Source: an optimization exercise on an open RTL-to-GDS flow (aim: small area, a short achievable clock period and few clock cycles per item). Production flows keep margins and buffers that such runs may drop. The RTL was checked by simulation tests, not by an equivalence proof against the original design. Power and IR drop assume default switching activity.

== the reference run ==
## scalar_kalman_filter
module scalar_kalman_filter (
  input  logic                          clk_i,
  input  logic                          rst_ni,
  input  logic                          sample_valid_i,
  output logic                          sample_ready_o,
  input  logic [skf_pkg::SampleW-1:0]   sample_i,
  output logic                          estimate_valid_o,
  input  logic                          estimate_ready_i,
  output logic [skf_pkg::EstW-1:0]      estimate_o,
  input  logic                          cfg_valid_i,
  output logic                          cfg_ready_o,
  input  logic [skf_pkg::CfgIdxW-1:0]   cfg_index_i,
  input  logic [skf_pkg::CfgDataW-1:0]  cfg_data_i
);
  logic [31:0] q_q, r_q, p_q;
  logic [31:0] x_q;
  logic        out_valid_q;
  logic        bvalid_q;
  logic [15:0] b_q;
  localparam int S_IDLE = 0, S_DEN = 1, S_DIV = 2, S_ACC = 3, S_FIN = 4;
  logic [4:0]  pst_q;
  logic [3:0]  pcnt_q;
  logic [31:0] pp_q, den_q, rem_q;
  logic [24:0] qr_q;
  logic [34:0] a_q;        
  logic [20:0] us_q, uc_q;  
  logic        zero_q;
  logic        qvalid_q;    
  logic        conv_q;      
  logic        chk_q;       
  localparam logic [1:0] X_IDLE = 2'd0, X_MUL = 2'd1, X_FIN = 2'd2;
  logic [1:0]  xst_q;
  logic        xstep_q;     
  logic [32:0] d_q;
  logic [20:0] bsel_q;      
  logic        xfin_q;      
  ...
Size: about 5400 cells after synthesis, ~480 flip-flops, about 90 I/O pins, ~0.046 mm^2 of cells after synthesis.
clock: 5.0 ns
lec_check: 0
abc_area: 1
cap_margin: 20
core_margin: 2
core_utilization: 55
setup_slack_margin: 0.4
slew_margin: 20
run.sh (not shown) runs the stock make flow with config.mk's settings and CLKGATE_MAP_FILE= SYNTH_SCRIPT=/design/flow/synth_recipe.tcl, a recipe that flattens the netlist after the stock synthesis.
Testbench counts of the reference run, summed over its fixed seeds: cycles 38,079, items 4,800.
Edits applied to the flow inputs when going from the reference run to the trial run:
diff --git a/flow/config.mk b/flow/config.mk
--- a/flow/config.mk
+++ b/flow/config.mk
@@ -10,4 +10,4 @@
 export CORE_MARGIN = 2
-export CORE_UTILIZATION = 55
-export SETUP_SLACK_MARGIN = 0.4
+export CORE_UTILIZATION = 40
+export SETUP_SLACK_MARGIN = 0.5
 export SLEW_MARGIN = 20
- Having completed the whole flow, the trial run delivered a layout that passed the timing, design-rule and antenna checks.
- The trial run: peak supply drop is about 0.4% lower than what the reference run reported.
- Floorplan check, the trial run vs the reference run: die outline larger in the trial run
- The power on the reference run is in line with that on the trial run.
- The trial run: aggregate global-route resource usage 9.0 points below the reference run
- Delta(number of standard cells in the layout, taps in and fillers out, the trial run - the reference run) > 0
- Compared with the reference run, the trial run shows total of plain and repair buffers excluding clock buffers that has gone up by a little under 10%.
- For the trial run, the launch point of the worst path was d_q[2], unlike the reference run, where it was d_q[0].

========
Setup of south:
Another version of the RTL of scalar_kalman_filter (not shown whole).
Size in the first run: about 5,000 cells after synthesis, ~450 flip-flops, ~90 I/O pins.
==> flow/config.mk <==
export PLATFORM = sky130hd
export DESIGN_NAME = scalar_kalman_filter
export DESIGN_NICKNAME = scalar_kalman_filter
export VERILOG_FILES = /design/flow/design.v
export SDC_FILE = /design/flow/constraint.sdc
export NUM_CORES = 4
export LEC_CHECK = 0
export ABC_AREA = 1
export CAP_MARGIN = 20
export CORE_MARGIN = 2
export CORE_UTILIZATION = 40
export SETUP_SLACK_MARGIN = 1.0
export SLEW_MARGIN = 20
export TNS_END_PERCENT = 100
==> flow/constraint.sdc <==
create_clock -name core_clock -period 5.0 [get_ports {clk_i}]
set_input_delay 1.0000 -clock core_clock [delete_from_list [all_inputs] [get_ports {clk_i}]]
set_output_delay 1.0000 -clock core_clock [all_outputs]
set_load 0.01 [all_outputs]
Testbench counts of south, summed over its fixed seeds: cycles 41,068, items 4,800.
Modified inputs, middle compared to south
# south
export LEC_CHECK = 0
export ABC_AREA = 1
export CAP_MARGIN = 20
export CORE_MARGIN = 2
export CORE_UTILIZATION = 40
export SETUP_SLACK_MARGIN = 1.0
export SLEW_MARGIN = 20
export TNS_END_PERCENT = 100
create_clock -name core_clock -period 5.0 [get_ports {clk_i}]
# middle
export LEC_CHECK = 0
export ABC_AREA = 1
export CAP_MARGIN = 20
export CORE_MARGIN = 2
export CORE_UTILIZATION = 40
export SLEW_MARGIN = 20
create_clock -name core_clock -period 5.0 [get_ports {clk_i}]
--- outcome ---
Comparing power for middle and south, the bigger number came from south. middle vs. south: final design area excluding fillers shrank by 7.8%; clock network fraction of total power went up 0.9 points; number of clock buffers in the layout grew by 3. For the wire length of the first global-routing pass, middle came in about 5% lower than south did. Between middle and south, the post-route worst hold slack is higher for middle. Post-layout instance count excluding filler cells in middle is 1.9% below south. Power share of the sequential group: middle vs south up 0.5 points. middle vs south — non-clock buffer count dropped by more than a quarter.

========
== amber ==
scalar_kalman_filter, a different RTL version from the one above (not shown whole).
Size: ~5100 cells after synthesis, roughly 500 flip-flops, about 90 I/O pins.
Settings: LEC_CHECK=0, ABC_AREA=1, CAP_MARGIN=20, CORE_MARGIN=2, CORE_UTILIZATION=40, SETUP_SLACK_MARGIN=0.9, SLEW_MARGIN=20; clock period 5.0 ns.
Testbench counts of amber, summed over its fixed seeds: cycles 38,079, items 4,800.
Relative to amber, the following input files were edited for xenon:
Settings: SETUP_SLACK_MARGIN now 1.1, was 0.9; ABC_AREA now 0, was 1.
==> notes.md <==
xenon finished all stages; layout check result: FAIL, due to setup timing. Looking only at switching part of the total power, and setting everything else aside, the lower value of xenon and amber goes to xenon. Total power delta (xenon − amber): favourable. Final instance area was higher in xenon than in amber. Diff xenon and amber: area taken by multi-input logic gates higher in xenon.
Modified inputs, cedar compared to xenon
Settings: a change of CORE_UTILIZATION from 40 to 50; a change of ABC_AREA from 0 to 1.
Results
cedar was carried through to the last stage, and its layout satisfied the timing, design-rule and antenna checks.
Of the two candidates, xenon has the better post-DP HPWL and cedar the worse one.
cedar vs xenon: final standard cell area without fillers down by a few percent
The lower signed area change from the synthesized netlist to the final layout of cedar and xenon is in cedar.
Summary of cedar over xenon: total clock buffers created by CTS saw a decrease; wire length after detailed routing rose by 4.1%; die height shows a reduction of about 9%.
Global-route usage is higher on cedar
The power in cedar was higher than what xenon gave.
On cedar: count of non-CTS buffers in the layout is 34% lower than what xenon gave.
Edits applied to the flow inputs when going from cedar to violet:
Settings: a change of CORE_UTILIZATION from 50 to 40.
Results
- [compare] base=cedar new=violet: cell-internal power shows a reduction of about 1.5%, area of the die shows an increase of 23000 um2, overall power consumption fell 1.5%, non-clock buffer count shows an increase of 9, power per cell area has decreased.
- The final reports for violet and cedar show register-to-register slack higher in the former.
- Area after detailed placement sits higher in violet than in cedar.

========
Setup of run A:
Starting RTL as in the previous note.
==> flow/config.mk <==
export PLATFORM = sky130hd
export DESIGN_NAME = scalar_kalman_filter
export DESIGN_NICKNAME = scalar_kalman_filter
export VERILOG_FILES = /design/flow/design.v
export SDC_FILE = /design/flow/constraint.sdc
export NUM_CORES = 4
export LEC_CHECK = 0
export ABC_AREA = 1
export CAP_MARGIN = 20
export CORE_MARGIN = 2
export CORE_UTILIZATION = 40
export SETUP_SLACK_MARGIN = 1.2
export SLEW_MARGIN = 20
==> flow/constraint.sdc <==
create_clock -name core_clock -period 5.0 [get_ports {clk_i}]
set_input_delay 1.0000 -clock core_clock [delete_from_list [all_inputs] [get_ports {clk_i}]]
set_output_delay 1.0000 -clock core_clock [all_outputs]
set_load 0.01 [all_outputs]
Testbench counts of run A, summed over its fixed seeds: cycles 38,079, items 4,800.
Changes in run B relative to run A:
- changing ABC_AREA from 1 to 0
- changing SETUP_SLACK_MARGIN from 1.2 to 1.4
### Flow results
- Run B: complete, dirty (setup timing)
- Run A | stages: all done | timing, DRC, antenna: all pass
- Of the two values seen for slowest cell on the critical path, sky130_fd_sc_hd__a2111o_1 was produced by run B and sky130_fd_sc_hd__fa_1 by run A.
- Non-filler instance count after layout ends up higher on run A.
- Comparing non-clock buffer instance count of the final layout for run B and run A, the bigger number came from run B.
- Of run B and run A, the run reporting the lower synthesized-area fraction occupied by ao, oa, aoi and oai cells was run A.
- Summed area of non-filler cells in the final layout (lower): run A
- Share of the yosys chip area belonging to registers in run B is 0.72 points above run A.
## Diff of input files: run C against run B
- swapping 0 for 1 in ABC_AREA
- swapping 1.4 for 1.3 in SETUP_SLACK_MARGIN
### Flow results
Every stage of the flow completed for run C, and the final layout passed the timing, design-rule and antenna checks. Per the comparison of run C with run B, area added between synthesis and finish moved down; multi-input gate count moved up; number of vias after detailed routing moved up. Run C: setup slack at placement higher than run B. Looking at timing-limited maximum frequency across both flows, run C is the stronger of the two, with run B trailing. The higher clock skew came out of run B. Run C: tap cell count about 1.6% above run B.
Relative to run C, the following input files were edited for run D:
- SETUP_SLACK_MARGIN: 1.3 -> 0.3
Results
NOTE final weighted congestion of routability-driven global placement run C->run D increased by a few percent. Re cell row count: no difference whatsoever between run C and run D. Run D vs run C: wire length of the first global-routing pass down. For run D, the capturing instance or port of the critical path was d_q[31], unlike run C, where it was x_q[31]. NOTE: count of TritonRoute iterations in the first routing pass in run D falls short of that of run C.
Modified inputs, run E compared to run D
- SETUP_SLACK_MARGIN: 0.3 -> 0.7
--- outcome ---
Diff run E..run D | clock buffer count in the final layout | unchanged. Run E against run D: fmax shows an increase of about 5%, post-route antenna net violation count shows no meaningful change, relative area change from synthesis to final layout shows an increase of 0.47 points. The clock network fraction of design power of run E and that of run D are within noise of each other. Summary of run E over run D: critical path's largest stage delay lower; antenna diode instance count higher. The final wirelength was comparable across run E and run D. Clock buffer and inverter area fraction after layout delta (run E -> run D): insignificant.

static timing again, ports no longer ideal:
The flow's constraints put no driver on any port. The routed layouts listed below were extracted and timed again, unchanged, in two steps.
Step 1: set_driving_cell puts a clkbuf_16 on clk_i and a buf_2 on each other input, an assumption about the parent block.
Step 2 times the ports against the registers' clock, not the clock port: input delays grow and output delays shrink by t, the midpoint of the rising clock arrivals with the driver on.
Slacks: ideal ports / drivers / drivers and shift; pairs: ideal ports / drivers.
| run | t, ns | setup slack, ns | cell pins on the clock port's net |
|---|---|---|---|
| the reference run | 0.720 | 0.609 / 0.609 / 0.609 | 1 |
| the trial run | 0.742 | 0.700 / 0.700 / 0.700 | 1 |
| south | 0.746 | 0.541 / 0.541 / 0.541 | 1 |
| middle | 0.748 | 0.236 / 0.236 / 0.236 | 1 |
| amber | 0.704 | 0.974 / 0.974 / 0.974 | 1 |
| xenon | 0.752 | -0.237 / -0.237 / -0.237 | 1 |
| cedar | 0.746 | 1.110 / 1.110 / 1.110 | 1 |
| violet | 0.699 | 1.135 / 1.135 / 1.135 | 1 |
| run A | 0.699 | 1.095 / 1.095 / 1.095 | 1 |
| run B | 0.760 | -0.200 / -0.200 / -0.200 | 1 |
| run C | 0.710 | 1.156 / 1.156 / 1.156 | 1 |
| run D | 0.704 | 0.608 / 0.608 / 0.608 | 1 |
| run E | 0.702 | 0.826 / 0.826 / 0.826 | 1 |
